This is an optimization exercise on Yosys and OpenROAD, whose aim is small area and a short achievable clock period, not a production implementation. Where RTL was checked, it was by simulation tests only, not by an equivalence proof against the original. Power and IR drop assume default switching activity.

==> module xpmwrap_sdpram_be, before the edit <==
module xpmwrap_sdpram_be #(
  parameter int                  ADDR_WIDTH     = 6,
  parameter int                  DATA_WIDTH     = 32,
  parameter int                  BYTE_WIDTH     = 8,
  parameter int                  READ_LATENCY   = 2,
  parameter int                  CLEAR_ON_RESET = 1,
  parameter logic [DATA_WIDTH-1:0] CLEAR_VALUE  = '0
) (
  input  logic                                          clk,
  input  logic                                          rstn,
  input  logic                                          wr_en,
  input  logic [ADDR_WIDTH-1:0]                         wr_addr,
  input  logic [xpmwrap_pkg::nb_calc(DATA_WIDTH, BYTE_WIDTH)-1:0] wr_be,
  input  logic [DATA_WIDTH-1:0]                         wr_data,
  input  logic                                          rd_en,
  input  logic [ADDR_WIDTH-1:0]                         rd_addr,
  output logic [DATA_WIDTH-1:0]                         rd_data,
  output logic                                          rd_valid,
  output logic                                          busy,
  output logic                                          drop_err
);
  localparam int NB    = xpmwrap_pkg::nb_calc(DATA_WIDTH, BYTE_WIDTH);
  localparam int DEPTH = 2 ** ADDR_WIDTH;
  localparam int LOW   = ADDR_WIDTH / 2;
  localparam int NLO   = 2 ** LOW;
  localparam int NHI   = DEPTH / NLO;
  logic                  busy_q, busy_o_q;
  logic [NLO-1:0]        lo_q;
  logic [NHI-1:0]        hi_q;
  logic                  drop_q;
  logic                  vld_q, rd_valid_q;
  logic [DATA_WIDTH-1:0] rd_data_q;
  logic [6*DATA_WIDTH-1:0] dat_q;    
  logic                  sweep_last;
  assign sweep_last = lo_q[NLO-1] & hi_q[NHI-1];
  always_ff @(posedge clk) begin
    if (!rstn) begin
      lo_q <= NLO'(1);
      hi_q <= (CLEAR_ON_RESET != 0) ? NHI'(1) : '0;
    end else begin
      lo_q <= {lo_q[NLO-2:0], lo_q[NLO-1]};
      if (lo_q[NLO-1]) hi_q <= {hi_q[NHI-2:0], 1'b0};
    end
  end
  always_ff @(posedge clk) begin
    busy_q   <= ~rstn ? (CLEAR_ON_RESET != 0) : (busy_q & ~sweep_last);
    busy_o_q <= ~rstn ? (CLEAR_ON_RESET != 0) : (busy_o_q & ~sweep_last);
  end
  logic [DATA_WIDTH-1:0] wdata;
  logic [4*NB-1:0]       bok;    
  logic [NLO-1:0]        wlo;
  logic [NHI-1:0]        whi;
  assign wdata = busy_q ? CLEAR_VALUE : wr_data;
  for (genvar k = 0; k < 4 * NB; k++) begin : g_bok
    xpmwrap_and2 u_bok (.a(wr_en), .b(wr_be[k % NB]), .y(bok[k]));
  end
  for (genvar j = 0; j < NLO; j++) begin : g_wlo
    assign wlo[j] = (wr_addr[LOW-1:0] == LOW'(j));
  end
  for (genvar j = 0; j < NHI; j++) begin : g_whi
    assign whi[j] = (wr_addr[ADDR_WIDTH-1:LOW] == (ADDR_WIDTH-LOW)'(j));
  end
  logic [NLO-1:0]        rlo;
  logic [NHI-1:0]        rhi;
  for (genvar j = 0; j < NLO; j++) begin : g_rlo
    assign rlo[j] = (rd_addr[LOW-1:0] == LOW'(j));
  end
  for (genvar j = 0; j < NHI; j++) begin : g_rhi
    assign rhi[j] = (rd_addr[ADDR_WIDTH-1:LOW] == (ADDR_WIDTH-LOW)'(j));
  end
  logic [DATA_WIDTH-1:0] mem_q [DEPTH];
  logic [DEPTH-1:0]      rsel_a, rsel_b;    
  logic [DATA_WIDTH*DEPTH-1:0] mem_t;    
  for (genvar w = 0; w < DEPTH; w++) begin : g_word
    logic [NB-1:0] en;
    for (genvar b = 0; b < NB; b++) begin : g_byte
      xpmwrap_ao32 u_en (
        .a0(whi[w / NLO]), .a1(wlo[w % NLO]), .a2(bok[(w / (DEPTH / 4)) * NB + b]),
        .b0(hi_q[w / NLO]), .b1(lo_q[w % NLO]),
        .y (en[b])
      );
      always_ff @(posedge clk) begin
        if (en[b]) mem_q[w][b*BYTE_WIDTH +: BYTE_WIDTH] <= wdata[b*BYTE_WIDTH +: BYTE_WIDTH];
      end
    end
    xpmwrap_and2 u_rsel_a (.a(rhi[w / NLO]), .b(rlo[w % NLO]), .y(rsel_a[w]));
    xpmwrap_and2 u_rsel_b (.a(rhi[w / NLO]), .b(rlo[w % NLO]), .y(rsel_b[w]));
    for (genvar i = 0; i < DATA_WIDTH; i++) begin : g_t
      assign mem_t[i*DEPTH + w] = mem_q[w][i];
    end
  end
  logic [6*DATA_WIDTH-1:0] rd_p;
  logic [DATA_WIDTH-1:0]   dat_or;
  for (genvar i = 0; i < DATA_WIDTH; i++) begin : g_rd
    logic [DEPTH-1:0] sel;
    logic [5:0]       p;
    assign sel = (i < DATA_WIDTH / 2) ? rsel_a : rsel_b;
    xpmwrap_rdbit u_rd (.sel(sel), .d(mem_t[i*DEPTH +: DEPTH]), .y(p));
    assign rd_p[6*i +: 6] = p;
    assign dat_or[i]      = |dat_q[6*i +: 6];
  end
  always_ff @(posedge clk) begin
    dat_q <= rd_p;
    vld_q <= rstn & ~busy_q & rd_en;
  end
  always_ff @(posedge clk) begin
    if (!rstn) begin
      rd_valid_q <= 1'b0;
      rd_data_q  <= '0;
      drop_q     <= 1'b0;
    end else begin
      rd_valid_q <= vld_q;
      if (vld_q) rd_data_q <= dat_or;
      if (busy_q & (rd_en | wr_en)) drop_q <= 1'b1;
    end
  end
  assign rd_valid = rd_valid_q;
  assign rd_data  = rd_data_q;
  assign busy     = busy_o_q;
  assign drop_err = drop_q;
endmodule
export LEC_CHECK = 0
export CAP_MARGIN = 20
export CORE_MARGIN = 2
export CORE_UTILIZATION = 60
export CTS_CLUSTER_DIAMETER = 80
export CTS_CLUSTER_SIZE = 25
export GPL_TIMING_DRIVEN = 0
export SETUP_SLACK_MARGIN = 1.0
export SLEW_MARGIN = 20
export SYNTH_HIERARCHICAL = 1
export SYNTH_MINIMUM_KEEP_SIZE = 0
create_clock -name core_clock -period 2.8 [get_ports {clk}]
standard.sh (not shown) runs the stock make flow with config.mk's settings and CLKGATE_MAP_FILE= SYNTH_SCRIPT=/design/flow/synth_recipe.tcl, a recipe that flattens the netlist after the stock synthesis.
==> flow/flow/run.sh <==
#!/bin/bash
# Own flow: the standard layout, with the I/O port buffers built from a plain buffer
# cell instead of the delay-cell default. Tool output goes to standard.log here and to
# ORFS's own per-step logs under orfs/logs.
set -euo pipefail
export BUFFER_PORTS_ARGS="-buffer_cell sky130_fd_sc_hd__buf_2"
bash standard.sh > standard.log 2>&1
Edit:
--- a/flow/design.v
+++ b/flow/design.v
@@ -138,9 +138,9 @@
   for (genvar j = 0; j < NHI; j++) begin : g_rhi
     assign rhi[j] = (rd_addr[ADDR_WIDTH-1:LOW] == (ADDR_WIDTH-LOW)'(j));
   end
   logic [DATA_WIDTH-1:0] mem_q [DEPTH];
-  logic [DEPTH-1:0]      rsel_a, rsel_b;    
+  logic [4*DEPTH-1:0]    rsel;    
   logic [DATA_WIDTH*DEPTH-1:0] mem_t;    
   for (genvar w = 0; w < DEPTH; w++) begin : g_word
     logic [NB-1:0] en;
     for (genvar b = 0; b < NB; b++) begin : g_byte
@@ -152,10 +152,11 @@
       always_ff @(posedge clk) begin
         if (en[b]) mem_q[w][b*BYTE_WIDTH +: BYTE_WIDTH] <= wdata[b*BYTE_WIDTH +: BYTE_WIDTH];
       end
     end
-    xpmwrap_and2 u_rsel_a (.a(rhi[w / NLO]), .b(rlo[w % NLO]), .y(rsel_a[w]));
-    xpmwrap_and2 u_rsel_b (.a(rhi[w / NLO]), .b(rlo[w % NLO]), .y(rsel_b[w]));
+    for (genvar c = 0; c < 4; c++) begin : g_rsel
+      xpmwrap_and2 u_rsel (.a(rhi[w / NLO]), .b(rlo[w % NLO]), .y(rsel[c*DEPTH + w]));
+    end
     for (genvar i = 0; i < DATA_WIDTH; i++) begin : g_t
       assign mem_t[i*DEPTH + w] = mem_q[w][i];
     end
   end
@@ -163,9 +164,9 @@
   logic [DATA_WIDTH-1:0]   dat_or;
   for (genvar i = 0; i < DATA_WIDTH; i++) begin : g_rd
     logic [DEPTH-1:0] sel;
     logic [5:0]       p;
-    assign sel = (i < DATA_WIDTH / 2) ? rsel_a : rsel_b;
+    assign sel = rsel[(i / (DATA_WIDTH / 4))*DEPTH +: DEPTH];
     xpmwrap_rdbit u_rd (.sel(sel), .d(mem_t[i*DEPTH +: DEPTH]), .y(p));
     assign rd_p[6*i +: 6] = p;
     assign dat_or[i]      = |dat_q[6*i +: 6];
   end
After rerunning:
- The changed run passed the timing, DRC and antenna checks
- setup slack loses 0.031 ns
- total power is about the same
- final cell count climbs by 3.0%
- critical path depth came out higher by 2
- maximum frequency shrinks by 1.7%
- routed wire length fell by 2.3%
- via count came out higher by 0.31%
- area after synthesis went up by 1.0%
- hold slack gets worse by 0.032 ns
- design area rises by 1.2%
- clock power barely changes
No functional check of the RTL was part of the second run of this note.

## port drivers added, routing unchanged
No port has a modelled driver above. Below, the same layouts with a new extraction and two added sets of constraints. Step 1 assumes that a clkbuf_16 drives the clock port and a buf_2 every other input. Step 2 times the ports against the registers' clock, not the clock port: input delays grow and output delays shrink by t, the midpoint of the rising clock arrivals with the driver on. a / b / c = ideal / step 1 / step 2; a / b = the first two.
run | t (ns) | slack for setup (ns) | worst setup path at the end | worst register clock-pin slew, ns | worst data-port slew with drivers (ns)
the first run | 0.825 | 0.945 / 0.899 / 0.095 | input to register | 0.10 / 0.10 | 0.11
the second run | 0.833 | 0.914 / 0.874 / 0.123 | input to register | 0.10 / 0.10 | 0.08
After both steps setup and hold are still met in every run listed. The setup slack of the first run, which loses most, moves by -0.046 ns with the drivers and by -0.850 ns with both steps.
